Source: an optimization exercise on an open RTL-to-GDS flow (aim: small area). Production flows keep margins and buffers that such runs may drop. The RTL was checked by simulation tests, not by an equivalence proof against the original design. No activity file was given, so power comes from the tool's default toggle rates.

==> run a: inputs <==
## dualPortMem
module dualPortMem (
  input  logic                          WEb,
  input  logic                          rstN,
  input  logic                          pselA,
  input  logic                          penableA,
  input  logic                          pwriteA,
  input  logic [dpMemPkg::addrBits-1:0] paddrA,
  input  logic [dpMemPkg::dataBits-1:0] pwdataA,
  output logic [dpMemPkg::dataBits-1:0] prdataA,
  output logic                          preadyA,
  output logic                          pslverrA,
  input  logic                          pselB,
  input  logic                          penableB,
  input  logic                          pwriteB,
  input  logic [dpMemPkg::addrBits-1:0] paddrB,
  input  logic [dpMemPkg::dataBits-1:0] pwdataB,
  output logic [dpMemPkg::dataBits-1:0] prdataB,
  output logic                          preadyB,
  output logic                          pslverrB,
  output logic [dpMemPkg::cntBits-1:0]  collisionCount
);
  logic setupSeenA, wrNowA, wrAccessA, addrStableA, rdWaitA, rdBadA, rdErrA;
  logic setupSeenB, wrNowB, wrAccessB, addrStableB, rdWaitB, rdBadB, rdErrB;
  ...
==> flow/config.mk <==
export PLATFORM = sky130hd
export DESIGN_NAME = dualPortMem
export DESIGN_NICKNAME = dualPortMem
export VERILOG_FILES = /design/flow/design.v
export SDC_FILE = /design/flow/constraint.sdc
export NUM_CORES = 4
export LEC_CHECK = 0
export CAP_MARGIN = 20
export CORE_MARGIN = 2
export CORE_UTILIZATION = 40
export GPL_TIMING_DRIVEN = 0
export SETUP_SLACK_MARGIN = 0.1
export SLEW_MARGIN = 20
==> flow/constraint.sdc <==
create_clock -name core_clock -period 5.0 [get_ports {WEb}]
set_input_delay 1.0000 -clock core_clock [delete_from_list [all_inputs] [get_ports {WEb}]]
set_output_delay 1.0000 -clock core_clock [all_outputs]
set_load 0.01 [all_outputs]
standard.sh (not shown) runs the stock make flow with config.mk's settings and CLKGATE_MAP_FILE= SYNTH_SCRIPT=/design/flow/synth_recipe.tcl, a recipe that flattens the netlist after the stock synthesis.
==> flow/flow/run.sh <==
#!/bin/bash
# Own layout flow: the standard ORFS flow (standard.sh) with
#  - synthesis: the standard flow's synthesis script, with abc's combinational mapping script set to an
#    area-oriented one (flow/area.abc); flip-flops are mapped by dfflibmap before abc, unchanged
#  - port buffers: every input and output still gets a buffer, of the smallest size
#  - clock tree: larger sink clusters and no dummy loads
# The make output goes to flow_make.log here; each ORFS step keeps its own log in orfs/logs/.
set -euo pipefail
cd "$(dirname "$0")/.."
FLOWDIR=$PWD/flow
export OWN_ABC=$FLOWDIR/area.abc
bash standard.sh \
  "SYNTH_SCRIPT=$FLOWDIR/synth.tcl" \
  "BUFFER_PORTS_ARGS=-buffer_cell sky130_fd_sc_hd__buf_1" \
  "CTS_ARGS=-sink_clustering_enable -repair_clock_nets -dont_use_dummy_load -sink_clustering_size 24 -sink_clustering_max_diameter 100" \
  finish > flow_make.log 2>&1
==> flow/flow/area.abc <==
strash
dc2
dch -f
amap
topo
==> flow/flow/synth.tcl <==
# The standard synthesis script, with only the combinational mapping script of abc swapped
# for an area-oriented one; the flip-flops are mapped before abc runs and are left as they are
set ::own_abc_script $::env(OWN_ABC)
proc abc {args} {
  set i [lsearch -exact $args -script]
  if { $i >= 0 } {
    lset args [expr { $i + 1 }] $::own_abc_script
  }
  yosys abc {*}$args
}
proc synth {args} { yosys synth -nofsm -noshare {*}$args }
source $::env(SCRIPTS_DIR)/synth.tcl
# left out here: clear keep_hierarchy, flatten, clean up, hide names made inside functions, write 1_2_yosys.v
==> inputs of run b, as changes to run a <==
--- a/flow/design.v
+++ b/flow/design.v
@@ -46,44 +46,46 @@
     setupAddr <= paddr;
     rdBad     <= !addrStable;
   end
 endmodule
 `timescale 1ns/1ps
 module memCore (
   input  logic                          WEb,
   input  logic                          rstN,
-  input  logic [dpMemPkg::addrBits-1:0] paddrA,
   input  logic [dpMemPkg::dataBits-1:0] pwdataA,
   input  logic                          rdSetupNowA,
   input  logic                          rdAccessNowA,
   input  logic                          rdAccessNowB,
   input  logic [dpMemPkg::addrBits-1:0] setupAddrA,
   input  logic                          wrNowA,
+  input  logic                          wrAccessA,
   input  logic                          rdWaitA,
   input  logic                          rdBadA,
-  input  logic [dpMemPkg::addrBits-1:0] paddrB,
   input  logic [dpMemPkg::dataBits-1:0] pwdataB,
   input  logic                          wrNowB,
+  input  logic                          wrAccessB,
   input  logic                          rdWaitB,
   input  logic                          rdBadB,
   input  logic [dpMemPkg::addrBits-1:0] setupAddrB,
   output logic                          collision,
   output logic [dpMemPkg::dataBits-1:0] rdDataA,
   output logic                          rdErrA,
   output logic [dpMemPkg::dataBits-1:0] rdDataB,
   output logic                          rdErrB,
   output logic [dpMemPkg::cntBits-1:0]  collisionCount
 );
   logic [dpMemPkg::dataBits-1:0] mem [dpMemPkg::memDepth];
   logic [dpMemPkg::memDepth-1:0] poison;
   logic [dpMemPkg::memDepth-1:0] wrSel;
   logic [dpMemPkg::memDepth-1:0] rdSel;
   logic                          clearing;
   logic                          bothWrite;
+  logic                          bothAccess;
+  logic                          sameAddr;
   logic                          heldValid;
   logic                          wrAny;
   logic [dpMemPkg::addrBits-1:0] wrAddr;
   logic [dpMemPkg::dataBits-1:0] wrData;
   logic                          liveA;
   logic                          liveB;
   logic                          selA;
   logic                          selANext;
@@ -92,18 +94,20 @@
   logic                          rdPoison;
   logic [dpMemPkg::dataBits-1:0] capData;
   logic                          capPoison;
   logic                          capForA;
   logic                          capForB;
   logic                          useCapA;
   logic                          useCapB;
   logic                          counterFull;
-  assign bothWrite = wrNowA && wrNowB;
-  assign collision = bothWrite && (paddrA == paddrB);
+  assign sameAddr   = (setupAddrA == setupAddrB);
+  assign bothWrite  = wrNowA && wrNowB;
+  assign bothAccess = wrAccessA && wrAccessB;
+  assign collision  = bothWrite && sameAddr;
   always_ff @(posedge WEb or negedge rstN)
   begin
     if (!rstN)
     begin
       clearing <= 1'b1;
     end
     else
     begin
@@ -114,22 +118,22 @@
   begin
     if (heldValid)
     begin
       wrAddr = setupAddrB;
       wrData = capData;
     end
     else if (wrNowA)
     begin
-      wrAddr = paddrA;
+      wrAddr = setupAddrA;
       wrData = pwdataA;
     end
     else
     begin
-      wrAddr = paddrB;
+      wrAddr = setupAddrB;
       wrData = pwdataB;
     end
   end
   assign wrAny = heldValid || wrNowA || wrNowB;
   always_ff @(posedge WEb)
   begin
     heldValid <= bothWrite && !collision;
   end
@@ -166,17 +170,17 @@
       rdWord   = rdWord | (mem[i] & {dpMemPkg::dataBits{rdSel[i]}});
       rdPoison = rdPoison | (poison[i] & rdSel[i]);
     end
   end
   assign capForA = selA && !liveA;
   assign capForB = !selA && !liveB;
   always_ff @(posedge WEb)
   begin
-    capData   <= bothWrite ? pwdataB : rdWord;
+    capData   <= bothAccess ? pwdataB : rdWord;
     capPoison <= rdPoison;
     useCapA   <= capForA;
     useCapB   <= capForB;
     selA      <= selANext;
   end
   assign rdErrA  = rdBadA || (useCapA ? capPoison : rdPoison);
   assign rdErrB  = rdBadB || (useCapB ? capPoison : rdPoison);
   assign rdDataA = rdBadA ? '0 : (useCapA ? capData : rdWord);
@@ -253,28 +257,28 @@
     .addrStable (addrStableB),
     .rdWait     (rdWaitB),
     .rdBad      (rdBadB),
     .setupAddr  (setupAddrB)
   );
   memCore core (
     .WEb            (WEb),
     .rstN           (rstN),
-    .paddrA         (paddrA),
     .pwdataA        (pwdataA),
     .rdSetupNowA    (rdSetupNowA),
     .rdAccessNowA   (rdAccessNowA),
     .rdAccessNowB   (rdAccessNowB),
     .setupAddrA     (setupAddrA),
     .wrNowA         (wrNowA),
+    .wrAccessA      (wrAccessA),
     .rdWaitA        (rdWaitA),
     .rdBadA         (rdBadA),
-    .paddrB         (paddrB),
     .pwdataB        (pwdataB),
     .wrNowB         (wrNowB),
+    .wrAccessB      (wrAccessB),
     .rdWaitB        (rdWaitB),
     .rdBadB         (rdBadB),
     .setupAddrB     (setupAddrB),
     .collision      (collision),
     .rdDataA        (prdataA),
     .rdErrA         (rdErrA),
     .rdDataB        (prdataB),
     .rdErrB         (rdErrB),
--- a/flow/flow/run.sh
+++ b/flow/flow/run.sh
@@ -7,10 +7,10 @@
 # The make output goes to flow_make.log here; each ORFS step keeps its own log in orfs/logs/.
 set -euo pipefail
 cd "$(dirname "$0")/.."
 FLOWDIR=$PWD/flow
 export OWN_ABC=$FLOWDIR/area.abc
 bash standard.sh \
   "SYNTH_SCRIPT=$FLOWDIR/synth.tcl" \
   "BUFFER_PORTS_ARGS=-buffer_cell sky130_fd_sc_hd__buf_1" \
-  "CTS_ARGS=-sink_clustering_enable -repair_clock_nets -dont_use_dummy_load -sink_clustering_size 24 -sink_clustering_max_diameter 100" \
+  "CTS_ARGS=-sink_clustering_enable -repair_clock_nets -dont_use_dummy_load -sink_clustering_size 30 -sink_clustering_max_diameter 100" \
   finish > flow_make.log 2>&1
==> flow/flow/area.abc (replaced) <==
strash
dc2
dch -f
amap
topo
stime -c
buffer -c
upsize -c
dnsize -c
==> flow/config.mk (replaced) <==
export PLATFORM = sky130hd
export DESIGN_NAME = dualPortMem
export DESIGN_NICKNAME = dualPortMem
export VERILOG_FILES = /design/flow/design.v
export SDC_FILE = /design/flow/constraint.sdc
export NUM_CORES = 4
export LEC_CHECK = 0
export CAP_MARGIN = 20
export CORE_MARGIN = 2
export CORE_UTILIZATION = 40
export GPL_TIMING_DRIVEN = 0
export PLACE_DENSITY = 0.65
export SETUP_SLACK_MARGIN = 0.2
export SLEW_MARGIN = 20
==> inputs of run c, as changes to run a <==
--- a/flow/design.v
+++ b/flow/design.v
@@ -46,44 +46,46 @@
     setupAddr <= paddr;
     rdBad     <= !addrStable;
   end
 endmodule
 `timescale 1ns/1ps
 module memCore (
   input  logic                          WEb,
   input  logic                          rstN,
-  input  logic [dpMemPkg::addrBits-1:0] paddrA,
   input  logic [dpMemPkg::dataBits-1:0] pwdataA,
   input  logic                          rdSetupNowA,
   input  logic                          rdAccessNowA,
   input  logic                          rdAccessNowB,
   input  logic [dpMemPkg::addrBits-1:0] setupAddrA,
   input  logic                          wrNowA,
+  input  logic                          wrAccessA,
   input  logic                          rdWaitA,
   input  logic                          rdBadA,
-  input  logic [dpMemPkg::addrBits-1:0] paddrB,
   input  logic [dpMemPkg::dataBits-1:0] pwdataB,
   input  logic                          wrNowB,
+  input  logic                          wrAccessB,
   input  logic                          rdWaitB,
   input  logic                          rdBadB,
   input  logic [dpMemPkg::addrBits-1:0] setupAddrB,
   output logic                          collision,
   output logic [dpMemPkg::dataBits-1:0] rdDataA,
   output logic                          rdErrA,
   output logic [dpMemPkg::dataBits-1:0] rdDataB,
   output logic                          rdErrB,
   output logic [dpMemPkg::cntBits-1:0]  collisionCount
 );
   logic [dpMemPkg::dataBits-1:0] mem [dpMemPkg::memDepth];
   logic [dpMemPkg::memDepth-1:0] poison;
   logic [dpMemPkg::memDepth-1:0] wrSel;
   logic [dpMemPkg::memDepth-1:0] rdSel;
   logic                          clearing;
   logic                          bothWrite;
+  logic                          bothAccess;
+  logic                          sameAddr;
   logic                          heldValid;
   logic                          wrAny;
   logic [dpMemPkg::addrBits-1:0] wrAddr;
   logic [dpMemPkg::dataBits-1:0] wrData;
   logic                          liveA;
   logic                          liveB;
   logic                          selA;
   logic                          selANext;
@@ -92,18 +94,20 @@
   logic                          rdPoison;
   logic [dpMemPkg::dataBits-1:0] capData;
   logic                          capPoison;
   logic                          capForA;
   logic                          capForB;
   logic                          useCapA;
   logic                          useCapB;
   logic                          counterFull;
-  assign bothWrite = wrNowA && wrNowB;
-  assign collision = bothWrite && (paddrA == paddrB);
+  assign sameAddr   = (setupAddrA == setupAddrB);
+  assign bothWrite  = wrNowA && wrNowB;
+  assign bothAccess = wrAccessA && wrAccessB;
+  assign collision  = bothWrite && sameAddr;
   always_ff @(posedge WEb or negedge rstN)
   begin
     if (!rstN)
     begin
       clearing <= 1'b1;
     end
     else
     begin
@@ -114,22 +118,22 @@
   begin
     if (heldValid)
     begin
       wrAddr = setupAddrB;
       wrData = capData;
     end
     else if (wrNowA)
     begin
-      wrAddr = paddrA;
+      wrAddr = setupAddrA;
       wrData = pwdataA;
     end
     else
     begin
-      wrAddr = paddrB;
+      wrAddr = setupAddrB;
       wrData = pwdataB;
     end
   end
   assign wrAny = heldValid || wrNowA || wrNowB;
   always_ff @(posedge WEb)
   begin
     heldValid <= bothWrite && !collision;
   end
@@ -166,17 +170,17 @@
       rdWord   = rdWord | (mem[i] & {dpMemPkg::dataBits{rdSel[i]}});
       rdPoison = rdPoison | (poison[i] & rdSel[i]);
     end
   end
   assign capForA = selA && !liveA;
   assign capForB = !selA && !liveB;
   always_ff @(posedge WEb)
   begin
-    capData   <= bothWrite ? pwdataB : rdWord;
+    capData   <= bothAccess ? pwdataB : rdWord;
     capPoison <= rdPoison;
     useCapA   <= capForA;
     useCapB   <= capForB;
     selA      <= selANext;
   end
   assign rdErrA  = rdBadA || (useCapA ? capPoison : rdPoison);
   assign rdErrB  = rdBadB || (useCapB ? capPoison : rdPoison);
   assign rdDataA = rdBadA ? '0 : (useCapA ? capData : rdWord);
@@ -253,28 +257,28 @@
     .addrStable (addrStableB),
     .rdWait     (rdWaitB),
     .rdBad      (rdBadB),
     .setupAddr  (setupAddrB)
   );
   memCore core (
     .WEb            (WEb),
     .rstN           (rstN),
-    .paddrA         (paddrA),
     .pwdataA        (pwdataA),
     .rdSetupNowA    (rdSetupNowA),
     .rdAccessNowA   (rdAccessNowA),
     .rdAccessNowB   (rdAccessNowB),
     .setupAddrA     (setupAddrA),
     .wrNowA         (wrNowA),
+    .wrAccessA      (wrAccessA),
     .rdWaitA        (rdWaitA),
     .rdBadA         (rdBadA),
-    .paddrB         (paddrB),
     .pwdataB        (pwdataB),
     .wrNowB         (wrNowB),
+    .wrAccessB      (wrAccessB),
     .rdWaitB        (rdWaitB),
     .rdBadB         (rdBadB),
     .setupAddrB     (setupAddrB),
     .collision      (collision),
     .rdDataA        (prdataA),
     .rdErrA         (rdErrA),
     .rdDataB        (prdataB),
     .rdErrB         (rdErrB),
--- a/flow/flow/run.sh
+++ b/flow/flow/run.sh
@@ -7,10 +7,10 @@
 # The make output goes to flow_make.log here; each ORFS step keeps its own log in orfs/logs/.
 set -euo pipefail
 cd "$(dirname "$0")/.."
 FLOWDIR=$PWD/flow
 export OWN_ABC=$FLOWDIR/area.abc
 bash standard.sh \
   "SYNTH_SCRIPT=$FLOWDIR/synth.tcl" \
   "BUFFER_PORTS_ARGS=-buffer_cell sky130_fd_sc_hd__buf_1" \
-  "CTS_ARGS=-sink_clustering_enable -repair_clock_nets -dont_use_dummy_load -sink_clustering_size 24 -sink_clustering_max_diameter 100" \
+  "CTS_ARGS=-sink_clustering_enable -repair_clock_nets -dont_use_dummy_load -sink_clustering_size 30 -sink_clustering_max_diameter 100" \
   finish > flow_make.log 2>&1
==> flow/flow/area.abc (replaced) <==
strash
dc2
dch -f
amap
topo
stime -c
buffer -c
upsize -c
dnsize -c
==> flow/config.mk (replaced) <==
export PLATFORM = sky130hd
export DESIGN_NAME = dualPortMem
export DESIGN_NICKNAME = dualPortMem
export VERILOG_FILES = /design/flow/design.v
export SDC_FILE = /design/flow/constraint.sdc
export NUM_CORES = 4
export LEC_CHECK = 0
export CAP_MARGIN = 20
export CORE_MARGIN = 2
export CORE_UTILIZATION = 40
export GPL_TIMING_DRIVEN = 0
export PLACE_DENSITY = 0.9
export SETUP_SLACK_MARGIN = 0.2
export SLEW_MARGIN = 20
==> inputs of run d, as changes to run a <==
==> flow/design.v (replaced) <==
package dpMemPkg;
  localparam int addrBits = 4;
  localparam int dataBits = 16;
  localparam int memDepth = 16;
  localparam int cntBits = 8;
endpackage
`timescale 1ns/1ps
module apbMemPort (
  input  logic                             WEb,
  input  logic                             rstN,
  input  logic                             psel,
  input  logic                             penable,
  input  logic                             pwrite,
  input  logic [dpMemPkg::addrBits-1:0]    paddr,
  output logic                             setupSeen,    
  output logic                             wrNow,        
  output logic                             wrAccess,     
  output logic                             addrStable,
  output logic                             rdWait,       
  output logic                             rdBad         
);
  logic [dpMemPkg::addrBits-1:0] setupAddr;
  logic                          inAccess;
  assign inAccess   = psel && penable && setupSeen;
  assign addrStable = (paddr == setupAddr);
  assign wrAccess   = inAccess && pwrite;
  assign wrNow      = wrAccess && addrStable;
  always_ff @(posedge WEb or negedge rstN)
  begin
    if (!rstN)
    begin
      rdWait <= 1'b0;
    end
    else
    begin
      rdWait <= inAccess && !pwrite;
    end
  end
  always_ff @(posedge WEb)
  begin
    setupSeen <= psel && !penable;
    setupAddr <= paddr;
    rdBad     <= !addrStable;
  end
endmodule
`timescale 1ns/1ps
module memCore (
  input  logic                          WEb,
  input  logic                          rstN,
  input  logic [dpMemPkg::addrBits-1:0] paddrA,
  input  logic [dpMemPkg::dataBits-1:0] pwdataA,
  input  logic                          pwriteA,
  input  logic                          setupSeenA,
  input  logic                          wrNowA,
  input  logic                          rdWaitA,
  input  logic                          rdBadA,
  input  logic [dpMemPkg::addrBits-1:0] paddrB,
  input  logic [dpMemPkg::dataBits-1:0] pwdataB,
  input  logic                          setupSeenB,
  input  logic                          wrNowB,
  input  logic                          rdWaitB,
  input  logic                          rdBadB,
  output logic                          collision,
  output logic [dpMemPkg::dataBits-1:0] rdDataA,
  output logic                          rdErrA,
  output logic [dpMemPkg::dataBits-1:0] rdDataB,
  output logic                          rdErrB,
  output logic [dpMemPkg::cntBits-1:0]  collisionCount
);
  logic [dpMemPkg::dataBits-1:0] mem [dpMemPkg::memDepth];
  logic [dpMemPkg::memDepth-1:0] poison;
  logic [dpMemPkg::memDepth-1:0] wrSel;
  logic [dpMemPkg::memDepth-1:0] rdSel;
  logic                          clearing;
  logic                          heldValid;
  logic [dpMemPkg::addrBits-1:0] heldAddr;
  logic [dpMemPkg::dataBits-1:0] heldData;
  logic                          wrAny;
  logic [dpMemPkg::addrBits-1:0] wrAddr;
  logic [dpMemPkg::dataBits-1:0] wrData;
  logic                          liveA;
  logic                          liveB;
  logic                          selA;
  logic [dpMemPkg::addrBits-1:0] rdAddr;
  logic [dpMemPkg::dataBits-1:0] rdWord;
  logic                          rdPoison;
  logic [dpMemPkg::dataBits-1:0] capData;
  logic                          capPoison;
  logic                          capForA;
  logic                          capForB;
  logic                          useCapA;
  logic                          useCapB;
  logic                          counterFull;
  assign collision = wrNowA && wrNowB && (paddrA == paddrB);
  always_ff @(posedge WEb or negedge rstN)
  begin
    if (!rstN)
    begin
      clearing <= 1'b1;
    end
    else
    begin
      clearing <= 1'b0;
    end
  end
  always_comb
  begin
    if (heldValid)
    begin
      wrAddr = heldAddr;
      wrData = heldData;
    end
    else if (wrNowA)
    begin
      wrAddr = paddrA;
      wrData = pwdataA;
    end
    else
    begin
      wrAddr = paddrB;
      wrData = pwdataB;
    end
  end
  assign wrAny = heldValid || wrNowA || wrNowB;
  always_ff @(posedge WEb)
  begin
    heldValid <= wrNowA && wrNowB && !collision;
    heldAddr  <= paddrB;
    heldData  <= pwdataB;
  end
  always_comb
  begin
    for (int i = 0; i < dpMemPkg::memDepth; i++)
    begin
      wrSel[i] = clearing || (wrAny && (wrAddr == i));
    end
  end
  for (genvar i = 0; i < dpMemPkg::memDepth; i++)
  begin : gWord
    always_ff @(posedge WEb)
    begin
      if (wrSel[i])
      begin
        mem[i]    <= clearing ? '0 : wrData;
        poison[i] <= !clearing && collision;
      end
    end
  end
  assign liveA = rdWaitA && !useCapA;
  assign liveB = rdWaitB && !useCapB;
  assign selA  = liveA || (!liveB && setupSeenA && !pwriteA);
  assign rdAddr = selA ? paddrA : paddrB;
  always_comb
  begin
    rdWord   = '0;
    rdPoison = 1'b0;
    for (int i = 0; i < dpMemPkg::memDepth; i++)
    begin
      rdSel[i] = (rdAddr == i);
      rdWord   = rdWord | (mem[i] & {dpMemPkg::dataBits{rdSel[i]}});
      rdPoison = rdPoison | (poison[i] & rdSel[i]);
    end
  end
  assign capForA = selA && !liveA;
  assign capForB = !selA && !liveB;
  always_ff @(posedge WEb)
  begin
    capData   <= rdWord;
    capPoison <= rdPoison;
    useCapA   <= capForA;
    useCapB   <= capForB;
  end
  assign rdErrA  = rdBadA || (useCapA ? capPoison : rdPoison);
  assign rdErrB  = rdBadB || (useCapB ? capPoison : rdPoison);
  assign rdDataA = rdErrA ? '0 : (useCapA ? capData : rdWord);
  assign rdDataB = rdErrB ? '0 : (useCapB ? capData : rdWord);
  assign counterFull = &collisionCount;
  always_ff @(posedge WEb or negedge rstN)
  begin
    if (!rstN)
    begin
      collisionCount <= '0;
    end
    else if (collision && !counterFull)
    begin
      collisionCount <= collisionCount + 1'b1;
    end
  end
endmodule
`timescale 1ns/1ps
module dualPortMem (
  input  logic                          WEb,
  input  logic                          rstN,
  input  logic                          pselA,
  input  logic                          penableA,
  input  logic                          pwriteA,
  input  logic [dpMemPkg::addrBits-1:0] paddrA,
  input  logic [dpMemPkg::dataBits-1:0] pwdataA,
  output logic [dpMemPkg::dataBits-1:0] prdataA,
  output logic                          preadyA,
  output logic                          pslverrA,
  input  logic                          pselB,
  input  logic                          penableB,
  input  logic                          pwriteB,
  input  logic [dpMemPkg::addrBits-1:0] paddrB,
  input  logic [dpMemPkg::dataBits-1:0] pwdataB,
  output logic [dpMemPkg::dataBits-1:0] prdataB,
  output logic                          preadyB,
  output logic                          pslverrB,
  output logic [dpMemPkg::cntBits-1:0]  collisionCount
);
  logic setupSeenA, wrNowA, wrAccessA, addrStableA, rdWaitA, rdBadA, rdErrA;
  logic setupSeenB, wrNowB, wrAccessB, addrStableB, rdWaitB, rdBadB, rdErrB;
  logic collision;
  apbMemPort portA (
    .WEb        (WEb),
    .rstN       (rstN),
    .psel       (pselA),
    .penable    (penableA),
    .pwrite     (pwriteA),
    .paddr      (paddrA),
    .setupSeen  (setupSeenA),
    .wrNow      (wrNowA),
    .wrAccess   (wrAccessA),
    .addrStable (addrStableA),
    .rdWait     (rdWaitA),
    .rdBad      (rdBadA)
  );
  apbMemPort portB (
    .WEb        (WEb),
    .rstN       (rstN),
    .psel       (pselB),
    .penable    (penableB),
    .pwrite     (pwriteB),
    .paddr      (paddrB),
    .setupSeen  (setupSeenB),
    .wrNow      (wrNowB),
    .wrAccess   (wrAccessB),
    .addrStable (addrStableB),
    .rdWait     (rdWaitB),
    .rdBad      (rdBadB)
  );
  memCore core (
    .WEb            (WEb),
    .rstN           (rstN),
    .paddrA         (paddrA),
    .pwdataA        (pwdataA),
    .pwriteA        (pwriteA),
    .setupSeenA     (setupSeenA),
    .wrNowA         (wrNowA),
    .rdWaitA        (rdWaitA),
    .rdBadA         (rdBadA),
    .paddrB         (paddrB),
    .pwdataB        (pwdataB),
    .setupSeenB     (setupSeenB),
    .wrNowB         (wrNowB),
    .rdWaitB        (rdWaitB),
    .rdBadB         (rdBadB),
    .collision      (collision),
    .rdDataA        (prdataA),
    .rdErrA         (rdErrA),
    .rdDataB        (prdataB),
    .rdErrB         (rdErrB),
    .collisionCount (collisionCount)
  );
  assign preadyA  = wrAccessA || rdWaitA;
  assign preadyB  = wrAccessB || rdWaitB;
  assign pslverrA = rdWaitA ? rdErrA : (!addrStableA || collision);
  assign pslverrB = rdWaitB ? rdErrB : (!addrStableB || collision);
endmodule
==> flow/run.sh (new file) <==
#!/bin/bash
# synth_recipe.tcl (not shown) runs the flow's synth.tcl, then flattens the netlist and writes it again
# the make line also repeats each setting of config.mk as NAME=value (left out here)
make -C /OpenROAD-flow-scripts/flow DESIGN_CONFIG=/design/flow/config.mk WORK_HOME=/design/flow/orfs CLKGATE_MAP_FILE= SYNTH_SCRIPT=/design/flow/synth_recipe.tcl finish
==> flow/config.mk (replaced) <==
export PLATFORM = sky130hd
export DESIGN_NAME = dualPortMem
export DESIGN_NICKNAME = dualPortMem
export VERILOG_FILES = /design/flow/design.v
export SDC_FILE = /design/flow/constraint.sdc
export NUM_CORES = 4
export LEC_CHECK = 0
export CAP_MARGIN = 20
export CORE_MARGIN = 2
export CORE_UTILIZATION = 40
export SLEW_MARGIN = 20
removed: flow/flow/run.sh
removed: flow/flow/area.abc
removed: flow/flow/synth.tcl
removed: flow/standard.sh
==> comparison table <==
Status: run b complete, no violations; run d complete, no violations; run c complete, no violations; run a complete, no violations
Count of standard-cell rows: run b 64; run d 67; run c 64; run a 63
Fin cells: run b 1352; run d 1673; run c 1345; run a 1369
Endpoint of the most critical register-to-register path: run b core.mem[9][9]; run d core.mem[4][8]; run c core.mem[15][14]; run a core.mem[7][7]
Post-synthesis simple-gate area fraction: run b 0.0839; run d 0.0935; run c 0.0839; run a 0.0633
Power attributed to combinational cells: run b 585 uW; run d 578 uW; run c 578 uW; run a 576 uW
Global-route met1 utilization: run b 0.294; run d 0.306; run c 0.259; run a 0.314
H-tree level count: run b 1; run d 2; run c 1; run a 1
Launching point of the worst reg2reg path: run b portB.setupAddr[1]; run d portA.setupAddr[3]; run c portA.setupAddr[2]; run a portA.setupAddr[3]
Share of the clock period used by the worst path after layout: run b 0.931; run d 0.976; run c 0.945; run a 0.961
Number of global-route vias before repair: run b 7870; run d 8987; run c 8680; run a 8162
# placed instances: run b 1324; run d 1607; run c 1317; run a 1331
Total area of sequential cells: run b 0.00910 mm2; run d 0.00941 mm2; run c 0.00910 mm2; run a 0.00911 mm2
Total length of routed wires: run b 34800 um; run d 39300 um; run c 35600 um; run a 38100 um
Bufs w/o clock: run b 160; run d 246; run c 153; run a 195

-- afterwards: timing with drivers on the ports --
In the flow no input, the clock included, has a driving cell. The finished layouts below were timed again as built, in two steps.
Step 1 (the two cells are an assumption about what drives the block):
set clk [get_ports {WEb}]
set_driving_cell -lib_cell sky130_fd_sc_hd__clkbuf_16 $clk
set_driving_cell -lib_cell sky130_fd_sc_hd__buf_2 [delete_from_list [all_inputs] $clk]
Step 2 also shifts input and output timing later by t, the mid clock arrival at the registers, as if the neighbouring blocks saw the same clock.
Three values: no drivers, after step 1, after step 2; two values: the first two.
run	shift t [ns]	setup slack, ns	worst slew at a driven data input, ns
run a	0.534	0.193 / 0.142 / -0.242	0.05
run b	0.536	0.346 / 0.299 / 0.525	0.04
run c	0.538	0.273 / 0.233 / 0.222	0.05
run d	0.564	0.120 / 0.098 / 0.098	0.04
Met with ideal ports but missed after step 2: setup timing in run a. For run a, which loses most, drivers alone change the setup slack by -0.051 ns; drivers and shift together by -0.435 ns.
